Source: an optimization exercise on an open RTL-to-GDS flow (aim: small area). Production flows keep margins and buffers that such runs may drop. Only simulation tests tie the RTL to the original design; equivalence was not proved. No activity file was given, so power comes from the tool's default toggle rates.

==> design.v <==
package reg_bank_pkg;
    localparam int REG_ZERO     = 0;
    localparam int REG_RA       = 31;
    localparam int SP_IDX_DEF   = 29;
    localparam int SP_RESET_DEF = 227;
    typedef enum logic [1:0] {
        DST_RT = 2'd0,
        DST_RD = 2'd1,
        DST_RA = 2'd2
    } dst_sel_e;
    function automatic logic [4:0] dst_index(input dst_sel_e sel,
                                             input logic [4:0] rt,
                                             input logic [4:0] rd);
        case (sel)
            DST_RT:  dst_index = rt;
            DST_RD:  dst_index = rd;
            DST_RA:  dst_index = 5'(REG_RA);
            default: dst_index = 5'(REG_ZERO);
        endcase
    endfunction
endpackage
module rb_aoi222 (input logic a1, a2, b1, b2, c1, c2, output logic y);
    assign y = ~((a1 & a2) | (b1 & b2) | (c1 & c2));
endmodule
module rb_aoi21 (input logic a1, a2, b1, output logic y);
    assign y = ~((a1 & a2) | b1);
endmodule
module rb_nand2 (input logic a, b, output logic y);
    assign y = ~(a & b);
endmodule
module rb_nand3 (input logic a, b, c, output logic y);
    assign y = ~(a & b & c);
endmodule
module rb_nand4 (input logic a, b, c, d, output logic y);
    assign y = ~(a & b & c & d);
endmodule
module rb_or3 (input logic a, b, c, output logic y);
    assign y = a | b | c;
endmodule
module rb_and2 (input logic a, b, output logic y);
    assign y = a & b;
endmodule
module rb_and3 (input logic a, b, c, output logic y);
    assign y = a & b & c;
endmodule
module rb_predec
#(
    parameter int ADDR_W = 5,
    parameter bit USE_EN = 1'b1
) (
    input  logic                     en,
    input  logic [ADDR_W-1:0]        addr,
    output logic [3:0]               lo,
    output logic [(1<<(ADDR_W-2))-1:0] hi
);
    always_comb begin
        for (int j = 0; j < 4; j++)
            lo[j] = (en || !USE_EN) && (addr[1:0] == 2'(j));
        for (int j = 0; j < (1 << (ADDR_W - 2)); j++)
            hi[j] = (addr[ADDR_W-1:2] == (ADDR_W-2)'(j));
    end
endmodule
module rb_rdsel
#(
    parameter int ADDR_W = 5,
    parameter int SP_IDX = reg_bank_pkg::SP_IDX_DEF,
    localparam int NREG  = 1 << ADDR_W
) (
    input  logic [ADDR_W-1:0] addr,
    input  logic [NREG-1:1]   valid,
    output logic [NREG-1:1]   sel,
    output logic              sp_rst
);
    logic [3:0]          lo;
    logic [NREG/4-1:0]   hi;
    rb_predec #(.ADDR_W(ADDR_W), .USE_EN(1'b0)) u_pre (.en(1'b0), .addr(addr), .lo(lo), .hi(hi));
    for (genvar i = 1; i < NREG; i++) begin : g_sel
        rb_and3 u (.a(lo[i % 4]), .b(hi[i / 4]), .c(valid[i]), .y(sel[i]));
    end
    assign sp_rst = (addr == ADDR_W'(SP_IDX)) && !valid[SP_IDX];
endmodule
module rb_rdbit
#(
    parameter bit SP_BIT = 1'b0
) (
    input  logic [31:1] sel,
    input  logic [31:1] r,
    input  logic        sp_rst,
    output logic        y
);
    logic [10:0] t;
    logic [2:0]  n;
    for (genvar g = 0; g < 10; g++) begin : g_aoi
        rb_aoi222 u (.a1(sel[3*g+1]), .a2(r[3*g+1]),
                     .b1(sel[3*g+2]), .b2(r[3*g+2]),
                     .c1(sel[3*g+3]), .c2(r[3*g+3]), .y(t[g]));
    end
    if (SP_BIT) begin : g_sp
        rb_aoi21 u (.a1(sel[31]), .a2(r[31]), .b1(sp_rst), .y(t[10]));
    end else begin : g_nsp
        rb_nand2 u (.a(sel[31]), .b(r[31]), .y(t[10]));
    end
    rb_nand4 u_n0 (.a(t[0]), .b(t[1]), .c(t[2]), .d(t[3]), .y(n[0]));
    rb_nand4 u_n1 (.a(t[4]), .b(t[5]), .c(t[6]), .d(t[7]), .y(n[1]));
    rb_nand3 u_n2 (.a(t[8]), .b(t[9]), .c(t[10]), .y(n[2]));
    rb_or3   u_o  (.a(n[0]), .b(n[1]), .c(n[2]), .y(y));
endmodule
module reg_bank_rdport
#(
    parameter int DATA_W   = 32,
    parameter int ADDR_W   = 5,
    parameter int SP_IDX   = reg_bank_pkg::SP_IDX_DEF,
    parameter int SP_RESET = reg_bank_pkg::SP_RESET_DEF,
    localparam int NREG    = 1 << ADDR_W
) (
    input  logic                           clk,
    input  logic                           reset,
    input  logic [NREG-1:1][DATA_W-1:0]    regs,
    input  logic [NREG-1:1]                valid,
    input  logic [ADDR_W-1:0]              rd_addr,
    output logic [DATA_W-1:0]              rd_data
);
    logic [NREG-1:1]   sel;
    logic              sp_rst;
    logic [DATA_W-1:0] rd_data_d, rd_data_q;
    rb_rdsel #(.ADDR_W(ADDR_W), .SP_IDX(SP_IDX)) u_sel (
        .addr   (rd_addr),
        .valid  (valid),
        .sel    (sel),
        .sp_rst (sp_rst)
    );
    localparam logic [DATA_W-1:0] SP_VAL = DATA_W'(SP_RESET);
    for (genvar k = 0; k < DATA_W; k++) begin : g_bit
        logic [NREG-1:1] col;
        for (genvar i = 1; i < NREG; i++) begin : g_col
            assign col[i] = regs[i][k];
        end
        rb_rdbit #(.SP_BIT(SP_VAL[k])) u_bit (
            .sel    (sel),
            .r      (col),
            .sp_rst (sp_rst),
            .y      (rd_data_d[k])
        );
    end
    always_ff @(posedge clk or negedge reset) begin
        if (!reset) rd_data_q <= '0;
        else        rd_data_q <= rd_data_d;
    end
    assign rd_data = rd_data_q;
endmodule
module reg_bank
#(
    parameter int DATA_W   = 32,
    parameter int ADDR_W   = 5,
    parameter int SP_IDX   = reg_bank_pkg::SP_IDX_DEF,
    parameter int SP_RESET = reg_bank_pkg::SP_RESET_DEF
) (
    input  logic              clk,
    input  logic              reset,
    input  logic              reg_wr,
    input  logic [ADDR_W-1:0] wr_addr,
    input  logic [DATA_W-1:0] wr_data,
    input  logic [ADDR_W-1:0] rd_addr_a,
    input  logic [ADDR_W-1:0] rd_addr_b,
    output logic [DATA_W-1:0] rd_data_a,
    output logic [DATA_W-1:0] rd_data_b
);
    localparam int NREG = 1 << ADDR_W;
    logic [NREG-1:1][DATA_W-1:0] regs_q;
    logic [NREG-1:1]             valid_q;
    logic [NREG-1:1]             we;
    logic [3:0]                  we_lo;
    logic [NREG/4-1:0]           we_hi;
    rb_predec #(.ADDR_W(ADDR_W)) u_we_pre (.en(reg_wr), .addr(wr_addr), .lo(we_lo), .hi(we_hi));
    for (genvar i = 1; i < NREG; i++) begin : g_we
        rb_and2 u (.a(we_lo[i % 4]), .b(we_hi[i / 4]), .y(we[i]));
    end
    always_ff @(posedge clk) begin
        for (int i = 1; i < NREG; i++)
            if (we[i]) regs_q[i] <= wr_data;
    end
    always_ff @(posedge clk or negedge reset) begin
        if (!reset) valid_q <= '0;
        else        valid_q <= valid_q | we;
    end
    reg_bank_rdport #(.DATA_W(DATA_W), .ADDR_W(ADDR_W), .SP_IDX(SP_IDX), .SP_RESET(SP_RESET)) u_rd_a (
        .clk     (clk),
        .reset   (reset),
        .regs    (regs_q),
        .valid   (valid_q),
        .rd_addr (rd_addr_a),
        .rd_data (rd_data_a)
    );
    reg_bank_rdport #(.DATA_W(DATA_W), .ADDR_W(ADDR_W), .SP_IDX(SP_IDX), .SP_RESET(SP_RESET)) u_rd_b (
        .clk     (clk),
        .reset   (reset),
        .regs    (regs_q),
        .valid   (valid_q),
        .rd_addr (rd_addr_b),
        .rd_data (rd_data_b)
    );
endmodule
==> flow/run.sh <==
#!/bin/bash
# Layout flow: the standard flow (standard.sh) with
#  - the drivers of the high-fanout nets upsized before placement (upsize.tcl),
#  - a clock tree built from larger clusters of clkbuf_16 and no dummy loads,
#  - minimum-size port buffers.
# The ORFS logs are in orfs/logs; make's output goes to standard_*.log and
# the upsizing step's to upsize.log.
set -eo pipefail
export CTS_ARGS="-sink_clustering_enable -repair_clock_nets -dont_use_dummy_load -buf_list sky130_fd_sc_hd__clkbuf_16 -sink_clustering_size 28 -sink_clustering_max_diameter 120"
export BUFFER_PORTS_ARGS="-buffer_cell sky130_fd_sc_hd__buf_1"
bash standard.sh floorplan > standard_floorplan.log 2>&1
UPSIZE_ODB=orfs/results/sky130hd/reg_bank/base/2_floorplan.odb openroad -no_init -exit flow/upsize.tcl > upsize.log 2>&1
bash standard.sh > standard_finish.log 2>&1
==> flow/upsize.tcl <==
# Upsize the combinational drivers of high-fanout nets (the read selects and
# write enables of the register array) to their x4 versions before placement,
# so that the resizer does not have to buffer those nets.
set odb $::env(UPSIZE_ODB)
read_db $odb
set db [ord::get_db]
set block [ord::get_db_block]
set count 0
foreach net [$block getNets] {
  set n 0
  set drv ""
  foreach it [$net getITerms] {
    if {[$it isOutputSignal]} { set drv $it } elseif {[$it isInputSignal]} { incr n }
  }
  if {$drv eq "" || $n < 20} { continue }
  set inst [$drv getInst]
  set m [[$inst getMaster] getName]
  if {[regexp {^(sky130_fd_sc_hd__(and2|and3|and4|and3b|and4b|nor2|nor3|nor4|nor2b|nor3b|nand2|nand3|nand4|or2|or3|or4|a21oi|o21ai|o21bai))_[12]$} $m -> base]} {
    set new [$db findMaster ${base}_4]
    if {$new ne "NULL" && $new ne ""} {
      puts "upsize [$inst getName] $m -> ${base}_4 (fanout $n)"
      $inst swapMaster $new
      incr count
    }
  }
}
puts "upsized $count drivers"
write_db $odb
==> standard.sh <==
#!/bin/bash
# synth_recipe.tcl (not shown) runs the flow's synth.tcl, then flattens the netlist and writes it again
# the make line also repeats each setting of config.mk as NAME=value (left out here)
make -C /OpenROAD-flow-scripts/flow DESIGN_CONFIG=/design/flow/config.mk WORK_HOME=/design/flow/orfs CLKGATE_MAP_FILE= SYNTH_SCRIPT=/design/flow/synth_recipe.tcl "${@:-finish}"
==> config.mk <==
export PLATFORM = sky130hd
export DESIGN_NAME = reg_bank
export DESIGN_NICKNAME = reg_bank
export VERILOG_FILES = /design/flow/design.v
export SDC_FILE = /design/flow/constraint.sdc
export NUM_CORES = 4
export LEC_CHECK = 0
export CAP_MARGIN = 0
export CORE_MARGIN = 2
export CORE_UTILIZATION = 40
export SLEW_MARGIN = 0
export SYNTH_HIERARCHICAL = 1
export SYNTH_MINIMUM_KEEP_SIZE = 0
==> constraint.sdc <==
create_clock -name core_clock -period 4.0 [get_ports {clk}]
set_input_delay 0.8000 -clock core_clock [delete_from_list [all_inputs] [get_ports {clk}]]
set_output_delay 0.8000 -clock core_clock [all_outputs]
set_load 0.01 [all_outputs]
==> results of run 1 <==
[path summary, 6_finish.rpt]
check,cells past startpoint,start,endpoint,slack (ps)
setup / recovery,7,rd_addr_b[0],u_rd_b.rd_data_q[9],1150
setup reg to reg,5,valid_q[21],u_rd_b.rd_data_q[9],1480
hold reg to reg,1,valid_q[12],valid_q[12],510
min in group core_clock,1,valid_q[12],valid_q[12],510
max in group asynchronous,2,reset,valid_q[15],2720
hold / removal,1,reset,u_rd_a.rd_data_q[8],320
[layout by cell type (no fill, tap or decap), types with 2 or more instances in the layout]
cell,instances
a21oi_2,10
a222oi_1,640
and2_1,2
and2_4,31
and3_2,3
and3_4,62
and3b_1,2
and3b_2,9
buf_1,112
buf_4,40
clkbuf_16,44
dfrtp_1,95
diode_2,4
edfxtp_1,992
nand2_1,54
nand3_1,64
nand4_1,128
nand4b_1,2
nor2_1,2
nor2b_1,4
nor3_1,3
nor3b_1,10
nor3b_2,2
or2_1,31
or3_1,64
[where the power goes]
group / leakage, nW / internal [mW] / switching (mW)
Clock: 0.542 / 1.99 / 3.29
Combinational: 3.26 / 0.343 / 0.880
Sequential: 10.1 / 12.7 / 0.279
[critical path, stage by stage]
cell      delay [ps]
buf_1            170
nor2b_1          740
and3_4           800
buf_4            250
a222oi_1         100
nand4_1          360
or3_1            180
[state kept, by name (all words and copies together), names as in the netlist]
register,cells
regs_q,992
u_rd_a.rd_data_q,32
u_rd_b.rd_data_q,32
valid_q,31
[layer usage]
metal | track usage | vias to the layer above | routed length, µm
met3 | 0.0683 | 419 | 24700
met5 | 0 | - | 13
met4 | 0.133 | 2 | 8670
met1 | 0.380 | 14800 | 53600
met2 | 0.413 | 2910 | 65900
li1 | - | 11100 | -
[metrics by stage]
stage               std cells  setup WS, ps  total power, mW  hold slack [ps]  area (µm²)
CTS                      3789          1330             19.5              321       45400
global route             3792          1260             19.9              344       45500
finish                   3794          1150             19.5              319       45500
global placement         3745           689             14.4              473       44300
detailed placement       3745           659             14.4              480       44300
floorplan                2211          1570             13.6              439       41500
[area by class of cell]
type,count,area [µm²]
multi-input combinational,1124,9700
clock buffer,44,1100
timing repair buffer,155,759
fill,8887,57700
antenna,4,10.0
sequential,1087,32200
tap,1380,1730
==> notes.md, run 1 <==
CTS Buf Count=44; Total GRT Usage=0.277; layout cells sized above 1=0.0846; CP startpoint kind=input pin; routed wire length=153 mm; WP data required=about 4600 ps; post-DR vias/cell=between 7 and 8; Mean Syn Cell Area=~19 µm²; status=finished clean; initial core utilization=0.402; antenna violations before repair=5; DR WL/cell=~40 µm; core footprint=103000 µm²; Worst Setup End Kind=flop; Slew HR=0.109; YS warnings=10; Clock Tree Buf Depth=3; Die Ht=around 330 µm; Vias=29200; CP Class=in2reg; clock root buffer=clkbuf_16; WP data arrival=about 3400 ps; CP max FO=29; port bufs=roughly 110; CTS resizes=0; Setup-failing EPs final=0; Worst-Margin Slew=approximately 1300 ps; # IOs=114; Worst-Skew Late Latency=between 600 and 700 ps; Final ANT Viol Nets=0; routability cong.=~0.89; Final min period=about 2900 ps; unrepaired setup endpoints after global routing=false; Area Growth Syn to Fin=9.61%; 1st-iter DRT viols=7650; Hold Crit Class=in2async; Max VDD drop=about 330 µV; crit share post-route=0.713; Mapped Nets=2261; Reg clk slew, reported paths=110 ps; max cap viols=0; Clock Sinks=around 1100; Detailed Routing Iterations Pass 1=14; DP HPWL=between 80 and 90 mm; pwr/cell area=around 430 nW/µm²; skew final=~30 ps; global-route wire length before repair=~210 mm; die area=around 110000 µm²; Slew Viols, Final=0; Post-CTS Hold Fix Bufs=0; setup bufs post-CTS=0; Pleak=around 14 nW; CTS tree=built; largest net degree at the start of global routing=50; drt drc=0; FMAX=around 350 MHz; Setup TNS Final=0 ps; die width=around 330 µm; number of cell rows=roughly 120; CTS H-tree depth=2; Core Util, Final=0.440; Final nets=2462; grt total ovfl=0; Synth Instances=2211; Post-Syn Area=around 41000 µm²; Final Hold Viols=0; number of global-route vias before repair=roughly 28000
==> run 2: changes to the inputs <==
--- a/flow/upsize.tcl
+++ b/flow/upsize.tcl
@@ -1,5 +1,6 @@
 # Upsize the combinational drivers of high-fanout nets (the read selects and
 # write enables of the register array) to their x4 versions before placement,
-# so that the resizer does not have to buffer those nets.
+# so that the resizer does not have to buffer those nets, and use the x1
+# version of the single-load AOI cells that synthesis made x2.
 set odb $::env(UPSIZE_ODB)
 read_db $odb
@@ -13,7 +14,13 @@
     if {[$it isOutputSignal]} { set drv $it } elseif {[$it isInputSignal]} { incr n }
   }
-  if {$drv eq "" || $n < 20} { continue }
+  if {$drv eq ""} { continue }
   set inst [$drv getInst]
   set m [[$inst getMaster] getName]
+  if {$n == 1 && [regexp {^(sky130_fd_sc_hd__a21oi)_2$} $m -> base]} {
+    puts "downsize [$inst getName] $m -> ${base}_1"
+    $inst swapMaster [$db findMaster ${base}_1]
+    continue
+  }
+  if {$n < 20} { continue }
   if {[regexp {^(sky130_fd_sc_hd__(and2|and3|and4|and3b|and4b|nor2|nor3|nor4|nor2b|nor3b|nand2|nand3|nand4|or2|or3|or4|a21oi|o21ai|o21bai))_[12]$} $m -> base]} {
     set new [$db findMaster ${base}_4]
==> run 2 against run 1 <==
Sequential share of layout area shrank 0.25 points. Utilization grew 0.16 points. Area after synthesis unchanged. Clock power barely moved. Critical path type unchanged. Largest cell class unchanged. Highest routed layer is now met4.
==> notes.md, run 2 <==
Slew Viols, Final=0; drt drc=0; CP startpoint kind=input pin; Area Growth Syn to Fin=10.0%; Total GRT Usage=0.284; CP Class=in2reg; CTS H-tree depth=2; WP data required=approximately 4500 ps; 1st-iter DRT viols=roughly 8200; global-route wire length before repair=about 220 mm; M1 WL=54.1 mm; DR WL met3=about 24 mm; WP data arrival=about 3300 ps; Vias=slightly below 30000; Highest Signal Layer=met4; routability cong.=between 0.9 and 1; Detailed Routing Iterations Pass 1=14; Final ANT Viol Nets=0; Post-Syn Area=between 40000 and 50000 µm²; port bufs=approximately 110; antenna violations before repair=2; max cap viols=0; # IOs=around 110; largest net degree at the start of global routing=53; crit path cell chain=buf_1, nor3b_1, and3_4, buf_4, a222oi_1, nand4_1, or3_1; Post-CTS Hold Fix Bufs=0; DP HPWL=about 87 mm; layout cells sized above 1=0.0907; crit-path max cell delay=slightly below 500 ps; Reg clk slew, reported paths=120 ps; met2 wire length=between 60 and 70 mm; Worst-Skew Late Latency=630 ps; Worst Setup End Kind=flop; grt total ovfl=0; CP max FO=26; Core Util, Final=0.442; pwr/cell area=roughly 430 nW/µm²; Mean Syn Cell Area=~19 µm²; FMAX=between 300 and 400 MHz; Die Ht=roughly 330 µm; routed wire length=156 mm; Finished Layout Cells=around 3800; Clock Tree Buf Depth=3; CTS tree=built; Pleak=14.1 nW; CTS Buf Count=between 40 and 50; core footprint=just over 100000 µm²; number of cell rows=between 100 and 150; initial core utilization=0.402; status=finished clean; max reg flops=approximately 1000; DR WL/cell=~40 µm; Final nets=about 2500; setup bufs post-CTS=0; CTS resizes=0; number of global-route vias before repair=28300; Regs by FF count=regs_q (992), u_rd_a.rd_data_q (32), u_rd_b.rd_data_q (32); Final Hold Viols=0; Slew HR=0.0696; Max VDD drop=around 330 µV; Setup-failing EPs final=0; most flop-heavy register=regs_q; die area=106000 µm²; skew final=around 18 ps; crit share post-route=0.706; unrepaired setup endpoints after global routing=false; Worst R2R Path Depth=5; leading cell types in the layout, fill and taps excluded=edfxtp_1, a222oi_1, nand4_1; clock root buffer=clkbuf_16; Synth Instances=2211; hold slack=~300 ps; die width=326 µm; post-DR vias/cell=between 7 and 8; Slowest cell on crit path=a222oi_1; Worst-Margin Slew=approximately 1400 ps; placed insts=between 3000 and 4000; most common cell after layout, fill and taps aside=edfxtp_1; Hold Crit Class=in2async; Setup TNS Final=0 ps; Clock Sinks=1087; YS warnings=10; Final min period=approximately 2800 ps; Mapped Nets=roughly 2300
[run 2: routing by layer]
metal	vias to the layer above	GRT usage
met5	-	0
met4	0	0.151
met3	452	0.0699
met2	2919	0.424
met1	14800	0.384
li1	11200	-
[run 2: path summary, 6_finish.rpt]
kind	to	slack, ps	start
setup reg to reg	u_rd_a.rd_data_q[22]	1430	valid_q[16]
setup / recovery	u_rd_a.rd_data_q[22]	1180	rd_addr_a[3]
hold / removal	valid_q[28]	290	reset
hold reg to reg	valid_q[12]	500	valid_q[12]
min in group core_clock	valid_q[12]	500	valid_q[12]
max in group asynchronous	u_rd_b.rd_data_q[15]	2810	reset
[run 2: final cells by class]
type                       count  area (µm²)
tap                         1380        1730
fill                        8832       57600
clock buffer                  44        1100
sequential                  1087       32200
timing repair buffer         181         960
antenna                        4        10.0
multi-input combinational   1124        9660
[run 2: power breakdown]
| group | internal, mW | switching (mW) | total, mW |
|---|---|---|---|
| Sequential | 12.7 | 0.309 | 13.0 |
| Clock | 1.99 | 3.29 | 5.28 |
| Combinational | 0.348 | 0.896 | 1.24 |
[run 2: stage by stage]
stage	setup slack, ps	area [µm²]	power (mW)
after global routing	1150	45600	20.0
after floorplan	1570	41500	13.6
after CTS	1340	45600	19.5
final	1180	45600	19.5
after detailed placement	681	44500	14.4
after global placement	675	44500	14.4
[run 2: worst max-delay path: cells and delay by family]
kind,cells,cell delay (ps)
AOI/OAI and AO/OA,1,490
buffers and inverters,2,560
and+or+nand+nor,4,1430

## port drivers added, routing unchanged
In the flow no input, the clock included, has a driving cell. The finished layouts below were timed again as built, in two steps. Step 1: set_driving_cell puts a clkbuf_16 on clk and a buf_2 on each other input, an assumption about the parent block. Step 2 moves the port delays by t, midway between the first and last clock arrival at a register: inputs arrive t later, outputs are due t later. That takes back most of the time a late clock gives input paths. Three values: ideal ports, drivers, drivers and shift; two values: the first two.
run	shift t [ns]	slack for setup (ns)	latest minus earliest clock arrival (ns)	cell pins on the clock port's net
run 1	0.695	1.149 / 1.194 / 0.499	0.031 / 0.032	1
run 2	0.696	1.177 / 1.217 / 0.522	0.022 / 0.023	1
After both steps every run listed still meets setup and hold. The setup slack of run 2, which loses most, moves by +0.040 ns with the drivers and by -0.655 ns with both steps.
